What follows belongs to an exercise in optimizing a design on an open flow for small area; a production flow would make more cautious choices.
The RTL was checked by simulation tests, not by an equivalence proof against the original design.
Power and IR drop assume default switching activity.

lane 1:
==> flow/design.v <==
module id_stage_pipe #(
    parameter int XLEN      = 32,
    parameter int NREG      = 32,
    parameter int WB_BYPASS = 1
) (
    input  logic            clk,
    input  logic            rst,
    input  logic            if_valid,
    input  logic [31:0]     if_inst,
    input  logic [XLEN-1:0] if_pc,
    output logic            id_ready,
    input  logic            ex_flush,
    input  logic            wb_we,
    input  logic [4:0]      wb_rd,
    input  logic [XLEN-1:0] wb_data,
    output logic            ex_valid,
    output logic [XLEN-1:0] ex_pc,
    output logic [4:0]      ex_rs1,
    output logic [4:0]      ex_rs2,
    output logic [4:0]      ex_rd,
    output logic [XLEN-1:0] ex_rs1_data,
    output logic [XLEN-1:0] ex_rs2_data,
    output logic [XLEN-1:0] ex_imm,
    output logic [3:0]      ex_alu_ctrl,
    output logic [2:0]      ex_funct3,
    output logic            ex_regwrite,
    output logic            ex_memread,
    output logic            ex_memwrite,
    output logic            ex_alusrc,
    output logic            ex_memtoreg,
    output logic            ex_branch,
    output logic            ex_illegal
);
    localparam logic [6:0] OP_R = 7'b0110011, OP_I = 7'b0010011, OP_LD = 7'b0000011;
    localparam logic [6:0] OP_ST = 7'b0100011, OP_BR = 7'b1100011, OP_LUI = 7'b0110111;
    localparam logic [3:0] ALU_ADD = 4'd0, ALU_SUB = 4'd1, ALU_AND = 4'd2, ALU_OR = 4'd3;
    localparam logic [3:0] ALU_SLT = 4'd4, ALU_SLTU = 4'd5, ALU_XOR = 4'd6, ALU_SLL = 4'd7;
    localparam logic [3:0] ALU_SRL = 4'd8, ALU_SRA = 4'd9, ALU_PASSB = 4'd10;
    localparam logic [2:0] C_OTH = 3'd0, C_R = 3'd1, C_I = 3'd2, C_SH = 3'd3;
    localparam logic [2:0] C_LD = 3'd4, C_ST = 3'd5, C_BR = 3'd6, C_LUI = 3'd7;
    logic [31:0] rf_q [1:31];
    logic        v_q;
    logic [31:0] pc_q;
    logic [6:0]  f7_q;           
    logic [7:0]  lo_q;           
    logic [2:0]  cls_q, cls_d;
    logic [3:0]  a1_q, a2_q;     
    logic [7:0]  b1_q, b2_q;     
    logic [6:0]  opc;
    logic [4:0]  rs1, rs2;
    logic        use1, use2, hz;
    assign opc = if_inst[6:0];
    assign rs1 = if_inst[19:15];
    assign rs2 = if_inst[24:20];
    always_comb begin
        use1 = 1'b0;
        use2 = 1'b0;
        cls_d = C_OTH;
        case (opc)
            OP_R:   begin use1 = 1'b1; use2 = 1'b1; cls_d = C_R; end
            OP_I:   begin use1 = 1'b1; cls_d = (if_inst[13:12] == 2'b01) ? C_SH : C_I; end
            OP_LD:  begin use1 = 1'b1; cls_d = C_LD; end
            OP_ST:  begin use1 = 1'b1; use2 = 1'b1; cls_d = C_ST; end
            OP_BR:  begin use1 = 1'b1; use2 = 1'b1; cls_d = C_BR; end
            OP_LUI: cls_d = C_LUI;
            default: ;
        endcase
    end
    assign hz = ex_memread && ex_rd != 5'd0 && if_valid &&
                ((use1 && rs1 == ex_rd) || (use2 && rs2 == ex_rd));
    assign id_ready = ex_flush || !hz;
    always_ff @(posedge clk) begin
        v_q   <= if_valid && !(rst || ex_flush || hz);
        pc_q  <= if_pc;
        f7_q  <= if_inst[31:25];
        lo_q  <= if_inst[14:7];
        cls_q <= cls_d;
        a1_q  <= 4'b1 << rs1[1:0];
        b1_q  <= 8'b1 << rs1[4:2];
        a2_q  <= 4'b1 << rs2[1:0];
        b2_q  <= 8'b1 << rs2[4:2];
    end
    logic [31:0] wd;
    assign wd = rst ? 32'd0 : wb_data;
    always_ff @(posedge clk) begin
        for (int i = 1; i < 32; i++)
            if (rst || (wb_we && wb_rd == 5'(i))) rf_q[i] <= wd;
    end
    logic [2:0] f3;
    logic [6:0] f7;
    logic       is_r, is_i, is_sh, is_ld, is_st, is_br, is_lui, is_oth, bad;
    assign f3 = lo_q[7:5];
    assign f7 = f7_q;
    assign is_r   = cls_q == C_R;
    assign is_i   = cls_q == C_I;
    assign is_sh  = cls_q == C_SH;
    assign is_ld  = cls_q == C_LD;
    assign is_st  = cls_q == C_ST;
    assign is_br  = cls_q == C_BR;
    assign is_lui = cls_q == C_LUI;
    assign is_oth = cls_q == C_OTH;
    assign bad = is_oth ||
                 (is_r && !(f7 == 7'b0 || (f7 == 7'b0100000 && (f3 == 3'b000 || f3 == 3'b101)))) ||
                 (is_sh && !(f7 == 7'b0 || (f3[2] && f7 == 7'b0100000))) ||
                 (is_br && f3[1]);
    function automatic logic [3:0] f3_alu(input logic [2:0] f);
        case (f)
            3'b000:  f3_alu = ALU_ADD;
            3'b001:  f3_alu = ALU_SLL;
            3'b010:  f3_alu = ALU_SLT;
            3'b011:  f3_alu = ALU_SLTU;
            3'b100:  f3_alu = ALU_XOR;
            3'b101:  f3_alu = ALU_SRL;
            3'b110:  f3_alu = ALU_OR;
            default: f3_alu = ALU_AND;
        endcase
    endfunction
    always_comb begin
        ex_alu_ctrl = ALU_ADD;
        if (!bad) begin
            if (is_r)
                ex_alu_ctrl = f7[5] ? (f3[2] ? ALU_SRA : ALU_SUB) : f3_alu(f3);
            else if (is_i || is_sh)
                ex_alu_ctrl = (is_sh && f3[2] && f7[5]) ? ALU_SRA : f3_alu(f3);
            else if (is_br)
                ex_alu_ctrl = ALU_SUB;
            else if (is_lui)
                ex_alu_ctrl = ALU_PASSB;
        end
    end
    assign ex_valid    = v_q;
    assign ex_illegal  = v_q && bad;
    assign ex_regwrite = v_q && !bad && (is_r || is_i || is_sh || is_ld || is_lui);
    assign ex_memread  = v_q && is_ld;
    assign ex_memtoreg = v_q && is_ld;
    assign ex_memwrite = v_q && is_st;
    assign ex_alusrc   = v_q && !bad && (is_i || is_sh || is_ld || is_st || is_lui);
    assign ex_branch   = v_q && !bad && is_br;
    assign ex_pc     = pc_q;
    assign ex_rd     = lo_q[4:0];
    assign ex_funct3 = lo_q[7:5];
    assign ex_rs1    = {b1_q[7] | b1_q[6] | b1_q[5] | b1_q[4], b1_q[7] | b1_q[6] | b1_q[3] | b1_q[2],
                        b1_q[7] | b1_q[5] | b1_q[3] | b1_q[1], a1_q[3] | a1_q[2], a1_q[3] | a1_q[1]};
    assign ex_rs2    = {b2_q[7] | b2_q[6] | b2_q[5] | b2_q[4], b2_q[7] | b2_q[6] | b2_q[3] | b2_q[2],
                        b2_q[7] | b2_q[5] | b2_q[3] | b2_q[1], a2_q[3] | a2_q[2], a2_q[3] | a2_q[1]};
    always_comb begin
        case (cls_q)
            C_I, C_LD: ex_imm = {{20{f7_q[6]}}, f7_q, ex_rs2};
            C_SH:      ex_imm = {27'd0, ex_rs2};
            C_ST:      ex_imm = {{20{f7_q[6]}}, f7_q, lo_q[4:0]};
            C_BR:      ex_imm = {{20{f7_q[6]}}, lo_q[0], f7_q[5:0], lo_q[4:1], 1'b0};
            C_LUI:     ex_imm = {f7_q, ex_rs2, ex_rs1, lo_q[7:5], 12'd0};
            default:   ex_imm = 32'd0;
        endcase
    end
    logic [31:0] s1, s2, s1h, s2h;
    logic [31:0] sa1 [32], sa2 [32];     
    logic [31:0] rfz [32];
    logic [31:0] n1 [11], n2 [11];
    always_comb begin
        for (int b = 0; b < 32; b++) begin
            sa1[b] = (b < 16) ? s1 : s1h;
            sa2[b] = (b < 16) ? s2 : s2h;
        end
        rfz[0] = 32'd0;
        for (int i = 1; i < 32; i++) rfz[i] = rf_q[i];
    end
    id_sdec d1l (.a(a1_q), .b(b1_q), .s(s1));
    id_sdec d1h (.a(a1_q), .b(b1_q), .s(s1h));
    id_sdec d2l (.a(a2_q), .b(b2_q), .s(s2));
    id_sdec d2h (.a(a2_q), .b(b2_q), .s(s2h));
    for (genvar g = 0; g < 11; g++) begin : grp
        for (genvar b = 0; b < 32; b++) begin : bit_
            if (g < 10) begin : full
                id_sel3 u1 (.d({rfz[3*g+3][b], rfz[3*g+2][b], rfz[3*g+1][b]}),
                            .s(sa1[b][3*g+3:3*g+1]), .y_n(n1[g][b]));
                id_sel3 u2 (.d({rfz[3*g+3][b], rfz[3*g+2][b], rfz[3*g+1][b]}),
                            .s(sa2[b][3*g+3:3*g+1]), .y_n(n2[g][b]));
            end else begin : part
                assign n1[g][b] = ~(rfz[31][b] & sa1[b][31]);
                assign n2[g][b] = ~(rfz[31][b] & sa2[b][31]);
            end
        end
    end
    always_comb begin
        ex_rs1_data = ~((n1[0] & n1[1] & n1[2] & n1[3]) & (n1[4] & n1[5] & n1[6] & n1[7]) & (n1[8] & n1[9] & n1[10]));
        ex_rs2_data = ~((n2[0] & n2[1] & n2[2] & n2[3]) & (n2[4] & n2[5] & n2[6] & n2[7]) & (n2[8] & n2[9] & n2[10]));
    end
endmodule
module id_sel3 (
    input  logic [2:0] d,
    input  logic [2:0] s,
    output logic       y_n
);
    assign y_n = ~|(d & s);
endmodule
module id_sdec (
    input  logic [3:0]  a,
    input  logic [7:0]  b,
    output logic [31:0] s
);
    always_comb begin
        s[0] = 1'b0;
        for (int i = 1; i < 32; i++) s[i] = a[i % 4] & b[i / 4];
    end
endmodule
Settings: LEC_CHECK=0, CAP_MARGIN=5, CORE_MARGIN=2, CORE_UTILIZATION=65, CTS_CLUSTER_DIAMETER=90, CTS_CLUSTER_SIZE=25, SLEW_MARGIN=5, SYNTH_HIERARCHICAL=1, SYNTH_MINIMUM_KEEP_SIZE=0; clock period 4.5 ns.
standard.sh (not shown) runs the stock make flow with config.mk's settings and CLKGATE_MAP_FILE= SYNTH_SCRIPT=/design/flow/synth_recipe.tcl, a recipe that flattens the netlist after the stock synthesis.
==> flow/flow/run.sh <==
#!/bin/bash
# Own flow: the standard layout (standard.sh, unchanged synthesis and steps), except that
# the port buffers that global placement inserts on every input and output are buf_1 cells.
set -euo pipefail
cd "$(dirname "$0")/.."
export BUFFER_PORTS_ARGS="-buffer_cell sky130_fd_sc_hd__buf_1"
bash standard.sh finish > orfs_make.log 2>&1
Lane 1 ended with every stage complete and zero timing, DRC or antenna violations.
For lane 2, these inputs were changed with respect to lane 1:
diff --git a/flow/design.v b/flow/design.v
--- a/flow/design.v
+++ b/flow/design.v
@@ -151,36 +151,29 @@
             C_BR:      ex_imm = {{20{f7_q[6]}}, lo_q[0], f7_q[5:0], lo_q[4:1], 1'b0};
             C_LUI:     ex_imm = {f7_q, ex_rs2, ex_rs1, lo_q[7:5], 12'd0};
             default:   ex_imm = 32'd0;
         endcase
     end
-    logic [31:0] s1, s2, s1h, s2h;
-    logic [31:0] sa1 [32], sa2 [32];     
+    logic [31:0] s1, s2;
     logic [31:0] rfz [32];
     logic [31:0] n1 [11], n2 [11];
     always_comb begin
-        for (int b = 0; b < 32; b++) begin
-            sa1[b] = (b < 16) ? s1 : s1h;
-            sa2[b] = (b < 16) ? s2 : s2h;
+        for (int i = 0; i < 32; i++) begin
+            s1[i] = a1_q[i % 4] & b1_q[i / 4];
+            s2[i] = a2_q[i % 4] & b2_q[i / 4];
         end
         rfz[0] = 32'd0;
         for (int i = 1; i < 32; i++) rfz[i] = rf_q[i];
     end
-    id_sdec d1l (.a(a1_q), .b(b1_q), .s(s1));
-    id_sdec d1h (.a(a1_q), .b(b1_q), .s(s1h));
-    id_sdec d2l (.a(a2_q), .b(b2_q), .s(s2));
-    id_sdec d2h (.a(a2_q), .b(b2_q), .s(s2h));
     for (genvar g = 0; g < 11; g++) begin : grp
         for (genvar b = 0; b < 32; b++) begin : bit_
             if (g < 10) begin : full
-                id_sel3 u1 (.d({rfz[3*g+3][b], rfz[3*g+2][b], rfz[3*g+1][b]}),
-                            .s(sa1[b][3*g+3:3*g+1]), .y_n(n1[g][b]));
-                id_sel3 u2 (.d({rfz[3*g+3][b], rfz[3*g+2][b], rfz[3*g+1][b]}),
-                            .s(sa2[b][3*g+3:3*g+1]), .y_n(n2[g][b]));
+                id_sel3 u1 (.d({rfz[3*g+3][b], rfz[3*g+2][b], rfz[3*g+1][b]}), .s(s1[3*g+3:3*g+1]), .y_n(n1[g][b]));
+                id_sel3 u2 (.d({rfz[3*g+3][b], rfz[3*g+2][b], rfz[3*g+1][b]}), .s(s2[3*g+3:3*g+1]), .y_n(n2[g][b]));
             end else begin : part
-                assign n1[g][b] = ~(rfz[31][b] & sa1[b][31]);
-                assign n2[g][b] = ~(rfz[31][b] & sa2[b][31]);
+                assign n1[g][b] = ~(rfz[31][b] & s1[31]);
+                assign n2[g][b] = ~(rfz[31][b] & s2[31]);
             end
         end
     end
     always_comb begin
         ex_rs1_data = ~((n1[0] & n1[1] & n1[2] & n1[3]) & (n1[4] & n1[5] & n1[6] & n1[7]) & (n1[8] & n1[9] & n1[10]));
@@ -192,15 +185,5 @@
     input  logic [2:0] s,
     output logic       y_n
 );
     assign y_n = ~|(d & s);
 endmodule
-module id_sdec (
-    input  logic [3:0]  a,
-    input  logic [7:0]  b,
-    output logic [31:0] s
-);
-    always_comb begin
-        s[0] = 1'b0;
-        for (int i = 1; i < 32; i++) s[i] = a[i % 4] & b[i / 4];
-    end
-endmodule
Results
- Lane 2 has completed all stages; timing, DRC and antenna checks passed.
- Diff lane 1 -> lane 2: logic gate share of total power roughly the same, clock-buffer cell count shows a reduction of 10%, hold slack rose by 7.5 ps, multi-input combinational cell area dropped about 3.7%.
- ~same cell area in lane 1 and lane 2
- Sort lane 1 and lane 2 by via count asc -> top: lane 2
- Routed wire in lane 2 totals less than in lane 1.

## static timing again, ports no longer ideal
The results above use ideal ports. As a check the final layouts listed here were re-extracted and re-timed, cells and wires unchanged. Step 1 (the two cells are an assumption about what drives the block):
set clk [get_ports {clk}]
set_driving_cell -lib_cell sky130_fd_sc_hd__clkbuf_16 $clk
set_driving_cell -lib_cell sky130_fd_sc_hd__buf_2 [delete_from_list [all_inputs] $clk]
Step 2 also shifts input and output timing later by t, the mid clock arrival at the registers, as if the neighbouring blocks saw the same clock. Three values: ideal, step 1, step 2; two values: the first two.
| run | shift t [ns] | setup WS [ns] | hold slack, ns | worst setup path after step 2 | latest minus earliest clock arrival (ns) |
|---|---|---|---|---|---|
| lane 1 | 0.708 | 0.088 / 0.020 / 0.728 | 0.333 / 0.286 / 0.993 | register to output | 0.035 / 0.035 |
| lane 2 | 0.704 | 0.172 / 0.106 / 0.610 | 0.340 / 0.298 / 0.814 | input to register | 0.029 / 0.029 |
After both steps every run listed still meets setup and hold.
